This design comes from an exercise in tuning for small area, a short achievable clock period and few clock cycles per item on the open sky130 flow, not from production work.
The RTL was checked by simulation tests, not by an equivalence proof against the original design.
Power and IR drop assume default switching activity.

run A:
// life_cell_automaton_stencil
module life_cell_automaton_stencil #(
    parameter int unsigned COLS_LIMIT = 512,
    parameter int unsigned MAX_ROWS   = 512
) (
    input  logic                       i_clk,
    input  logic                       i_rst_n,
    input  logic                       i_cfg_we,
    input  logic [1:0]                 i_cfg_index,
    input  logic [lcas_pkg::CFG_W-1:0] i_cfg_data,
    input  logic                       i_cell_valid,
    output logic                       o_cell_stall,
    input  logic                       i_cell_alive,
    output logic                       o_res_valid,
    input  logic                       i_res_stall,
    output logic                       o_next_alive,
    output logic                       o_tile_last
);
    logic [9:0]                  cfg_eff;
    logic                        wr_cols;
    logic                        wr_rows;
    logic [9:0]                  new_cols;
    logic [9:0]                  new_rows;
    logic [9:0]                  r_cols;
    logic [9:0]                  r_rows;
    logic                        short_len;
    logic                        long_len;
    logic [7:0]                  cols_m1;
    logic [7:0]                  cols_m7;
    logic [lcas_pkg::SEGS-1:0]   r_sel;
    logic                        r_short;
    logic                        restart;
    logic                        accept;
    logic                        r_valid;
    logic                        r_alive;
  ...
For scale: ~1700 cells after synthesis, roughly 1100 flip-flops, about 0.036 sq mm of cells after synthesis.
==> flow/config.mk <==
export PLATFORM = sky130hd
export DESIGN_NAME = life_cell_automaton_stencil
export DESIGN_NICKNAME = life_cell_automaton_stencil
export VERILOG_FILES = /design/flow/design.v
export SDC_FILE = /design/flow/constraint.sdc
export NUM_CORES = 4
export LEC_CHECK = 0
export ABC_AREA = 1
export ABC_CLOCK_PERIOD_IN_PS = 2400
export CAP_MARGIN = 20
export CORE_MARGIN = 2
export CORE_UTILIZATION = 70
export CTS_CLUSTER_DIAMETER = 55
export CTS_CLUSTER_SIZE = 24
export SETUP_SLACK_MARGIN = 4.1
export SLEW_MARGIN = 20
==> flow/constraint.sdc <==
create_clock -name core_clock -period 6.5 [get_ports {i_clk}]
set_input_delay 1.3000 -clock core_clock [delete_from_list [all_inputs] [get_ports {i_clk}]]
set_output_delay 1.3000 -clock core_clock [all_outputs]
set_load 0.01 [all_outputs]
standard.sh (not shown) runs the stock make flow with config.mk's settings and CLKGATE_MAP_FILE= SYNTH_SCRIPT=/design/flow/synth_recipe.tcl, a recipe that flattens the netlist after the stock synthesis.
==> flow/flow/run.sh <==
#!/bin/bash
# The standard layout, with two changes to the resizer's choices: port buffers
# are sky130_fd_sc_hd__buf_4 cells (the default choice may be a delay cell), and
# gate sizing may swap a cell for one of another footprint.
set -euo pipefail
bash standard.sh MATCH_CELL_FOOTPRINT=0 \
    "BUFFER_PORTS_ARGS=-buffer_cell sky130_fd_sc_hd__buf_4" \
    finish > flow_make.log 2>&1
Testbench counts of run A, summed over its fixed seeds: cycles 105,305, items 93,099.
Inputs modified between run A and run B:
- a change of CTS_CLUSTER_DIAMETER from 55 to 70
- a deleted ABC_AREA that had been 1
- a change of CTS_CLUSTER_SIZE from 24 to 36
- a change of CORE_UTILIZATION from 70 to 60
Notes after the runs:
o_cell_stall as the worst setup path endpoint was reported by run A, and o_next_alive by run B. In run B, time the final worst path needs with I/O delays and setup is higher than in run A. Delta(part of the cycle the worst path needs, run B - run A) > 0. Against run A, run B comes in 0.36 points higher on synthesis-to-finish area growth. Max non-clock buffer instance count of the final layout across run B and run A: run B.
Input changes introduced in run C (baseline for comparison: run B):
- CTS_CLUSTER_SIZE changed from 36 to 24
- CTS_CLUSTER_DIAMETER changed from 70 to 60
[summary]
Run C was carried through to the last stage, and its layout satisfied the timing, design-rule and antenna checks.
When run C is set beside run B, its clock-buffer cell count turns out to be about 55% larger.
Final design instance area without fill essentially unchanged between run B and run C.
In the tables for run C and run B, number of non-filler instances in the completed layout reads lower with run B.
Delta (run C minus run B): worst setup slack fell 0.0045 ns, fraction of layout cells with a size suffix above 1 fell 0.37 points, detailed-routed wire length on met3 fell about 9%, area growth from synthesis to layout rose 0.28 points, post-route core utilization rose 0.17 points.
The following lists how run D was set up differently from run C:
- a change of CTS_CLUSTER_DIAMETER from 60 to 70
- a change of CTS_CLUSTER_SIZE from 24 to 30
==> flow/run.sh (new file) <==
#!/bin/bash
# synth_recipe.tcl (not shown) runs the flow's synth.tcl, then flattens the netlist and writes it again
# the make line also repeats each setting of config.mk as NAME=value (left out here)
make -C /OpenROAD-flow-scripts/flow DESIGN_CONFIG=/design/flow/config.mk WORK_HOME=/design/flow/orfs CLKGATE_MAP_FILE= SYNTH_SCRIPT=/design/flow/synth_recipe.tcl finish
removed: flow/flow/run.sh
removed: flow/standard.sh
==> comparison <==
Total power of the final layout went up slightly going from run C to run D.
Run D vs run C: final period utilization down
Setup TNS after final layout across run D and run C: no real change.
Looking at flip-flop and latch share of the layout cell area, run D sits 0.57 points lower than run C does.
The worst path setup slack after routing reported for run D is greater than that of run C by 0.029 ns.
Compared to run C, run D leaves less free space in the core.
Re final critical path time including I/O delays and setup: run D and run C aren't equal, and the lower value belongs to run D.
Number of instances in the placed design across run D and run C: no real change.
Count of placed standard cells in the final layout, fillers left out of run C is on par with run D.
--- input diff run D..run E ---
- a change of CTS_CLUSTER_DIAMETER from 70 to 65
- an added CTS_BUF_LIST of sky130_fd_sc_hd__clkbuf_8 sky130_fd_sc_hd__clkbuf_16
- a change of CTS_CLUSTER_SIZE from 30 to 28
- a change of CORE_UTILIZATION from 60 to 65
- an added ABC_AREA of 1
==> flow/flow/run.sh (new file) <==
#!/bin/bash
# The standard layout, with two changes to the resizer's choices: port buffers
# are sky130_fd_sc_hd__buf_4 cells (the default choice may be a delay cell), and
# gate sizing may swap a cell for one of another footprint.
set -euo pipefail
bash standard.sh MATCH_CELL_FOOTPRINT=0 \
    "BUFFER_PORTS_ARGS=-buffer_cell sky130_fd_sc_hd__buf_4" \
    finish > flow_make.log 2>&1
==> flow/standard.sh (new file) <==
#!/bin/bash
# synth_recipe.tcl (not shown) runs the flow's synth.tcl, then flattens the netlist and writes it again
# the make line also repeats each setting of config.mk as NAME=value (left out here)
make -C /OpenROAD-flow-scripts/flow DESIGN_CONFIG=/design/flow/config.mk WORK_HOME=/design/flow/orfs CLKGATE_MAP_FILE= SYNTH_SCRIPT=/design/flow/synth_recipe.tcl "${@:-finish}"
removed: flow/run.sh
[summary]
Going from run D to run E, die span in x shrinks by 8.8 um. Compared to run D, run E was floorplanned on a smaller die. Looking at run D and run E, the instance area after placement is a wash. In the reports for run D and run E, the larger minimum hold slack belongs to run D. Looking at origin of the worst setup path, the u_back.r_valid result is from run D; the u_back.r_tile_last one comes from run E. Relative to run D, power in sequential cells increased by about 1% in run E. Run E vs run D: wire length of the first global-routing pass down. Between run E and run D, it is run E whose number of instances in the synthesized netlist is higher, by 9.3%. Run E ended with more combinational power than run D. Going from run D to run E, the minimum clock period after layout was found to have gone down by 0.031 ns. Looking at the reports, run E completed the entire flow and the layout it produced met the timing, design-rule and antenna checks.
The following lists how run F was set up differently from run E:
- removing CTS_BUF_LIST (formerly sky130_fd_sc_hd__clkbuf_8 sky130_fd_sc_hd__clkbuf_16)
--- outcome ---
Final total power: run E vs run F, no meaningful difference
Worst path setup slack after routing of run F is on par with run E.
Relative to run E, run F degrades worst max-slew margin expressed relative to the limit.
Delta (run F minus run E): routed length on met3 lower; final critical delay including setup and external delays was more or less identical.
Between run E and run F, the fmax figures differ only marginally.
Run E → run F: final period utilization held steady; average wire per standard cell held steady.
Compared with run E, in run F half-perimeter wire length after placement comparable, clock network power share comparable.


== wip/yarrow ==
life_cell_automaton_stencil, a different RTL version from the one above (not shown whole).
Size in the first run: about 1600 cells after synthesis, ~22 I/O pins, ~35000 µm² of cells after synthesis.
Settings: LEC_CHECK=0, ABC_AREA=1, ABC_CLOCK_PERIOD_IN_PS=2200, CAP_MARGIN=20, CORE_MARGIN=2, CORE_UTILIZATION=65, CTS_CLUSTER_DIAMETER=65, CTS_CLUSTER_SIZE=28, SETUP_SLACK_MARGIN=4.45, SLEW_MARGIN=20; clock period 6.5 ns.
==> flow/flow/run.sh <==
#!/bin/bash
# The standard layout, with two changes to the resizer's choices: port buffers
# are sky130_fd_sc_hd__buf_4 cells (the default choice may be a delay cell), and
# gate sizing may swap a cell for one of another footprint.
set -euo pipefail
bash standard.sh MATCH_CELL_FOOTPRINT=0 \
    "BUFFER_PORTS_ARGS=-buffer_cell sky130_fd_sc_hd__buf_4" \
    finish > flow_make.log 2>&1
Testbench counts of wip/yarrow, summed over its fixed seeds: cycles 105,305, items 93,099.
Setup changes, wip/yarrow to wip/sierra
==> flow/flow/run.sh <==
#!/bin/bash
# The standard layout, with three changes: port buffers are
# sky130_fd_sc_hd__buf_4 cells (the default choice may be a delay cell), gate
# sizing may swap a cell for one of another footprint, and clock tree
# synthesis balances buffer levels.
set -euo pipefail
bash standard.sh MATCH_CELL_FOOTPRINT=0 \
    "BUFFER_PORTS_ARGS=-buffer_cell sky130_fd_sc_hd__buf_4" \
    "CTS_ARGS=-sink_clustering_enable -repair_clock_nets -sink_clustering_size 28 -sink_clustering_max_diameter 65 -balance_levels" \
    finish > flow_make.log 2>&1
--- a/flow/config.mk
+++ b/flow/config.mk
@@ -9 +9 @@
-export ABC_CLOCK_PERIOD_IN_PS = 2200
+export ABC_CLOCK_PERIOD_IN_PS = 2400
@@ -15 +15 @@
-export SETUP_SLACK_MARGIN = 4.45
+export SETUP_SLACK_MARGIN = 4.1
### Flow results
- Between wip/yarrow and wip/sierra, the register area does not differ in any meaningful way.
- wip/sierra against wip/yarrow: switching power of the nets has decreased, wire length lost 1.7%, smallest setup slack after layout about even, worst relative slew slack shows a reduction of 21 points.
- Cell area | wip/sierra vs wip/yarrow | wip/sierra smaller
- wip/yarrow: done, clean on timing, DRC and antenna
- No stage failed in wip/sierra, and the final checks on the layout all came back clean.
#### Input delta (wip/indigo over wip/sierra)
==> flow/flow/run.sh <==
#!/bin/bash
# The standard layout, with two changes to the resizer's choices: port buffers
# are sky130_fd_sc_hd__buf_4 cells (the default choice may be a delay cell), and
# gate sizing may swap a cell for one of another footprint.
set -euo pipefail
bash standard.sh MATCH_CELL_FOOTPRINT=0 \
    "BUFFER_PORTS_ARGS=-buffer_cell sky130_fd_sc_hd__buf_4" \
    finish > flow_make.log 2>&1
--- a/flow/config.mk
+++ b/flow/config.mk
@@ -10 +10 @@
-export CAP_MARGIN = 20
+export CAP_MARGIN = 10
@@ -16 +16 @@
-export SLEW_MARGIN = 20
+export SLEW_MARGIN = 10
### Flow results
As far as final cycle utilization of the critical path goes, wip/sierra and wip/indigo are indistinguishable; the numbers are identical.
Per the comparison of wip/indigo with wip/sierra, count of clock tree sinks flat; routed length on met1 saw little to no change.
Comparing wip/sierra against wip/indigo, there is no change at all in pin count of the biggest net entering global routing.
Reported for wip/sierra and wip/indigo, maximum count of clock buffers along a single path turned out identical to the last digit.

==> separate check: timing with driven ports <==
In the flow no input, the clock included, has a driving cell. The finished layouts below were timed again as built, in two steps.
Step 1: set_driving_cell puts a clkbuf_16 on i_clk and a buf_2 on each other input, an assumption about the parent block.
Step 2 moves the port delays by t, midway between the first and last clock arrival at a register: inputs arrive t later, outputs are due t later. That takes back most of the time a late clock gives input paths.
Three values: ideal, step 1, step 2; two values: the first two.
run	t, ns	slack for setup (ns)	worst register clock-pin slew, ns	worst data-port slew with drivers (ns)
run A	0.697	4.129 / 4.069 / 3.551	0.11 / 0.11	0.04
run B	0.672	4.095 / 4.036 / 3.575	0.12 / 0.12	0.03
run C	0.680	4.090 / 4.029 / 3.584	0.09 / 0.09	0.03
run D	0.669	4.119 / 4.060 / 3.532	0.11 / 0.11	0.05
run E	0.667	4.150 / 4.088 / 3.620	0.10 / 0.10	0.03
run F	0.667	4.150 / 4.089 / 3.621	0.10 / 0.10	0.03
wip/yarrow	0.672	4.141 / 4.084 / 3.878	0.10 / 0.10	0.04
wip/sierra	0.671	4.144 / 4.087 / 3.707	0.10 / 0.10	0.04
wip/indigo	0.671	4.144 / 4.087 / 3.707	0.10 / 0.10	0.04
After both steps every run listed still meets setup and hold. For run D, which loses most, drivers alone change the setup slack by -0.059 ns; drivers and shift together by -0.587 ns.
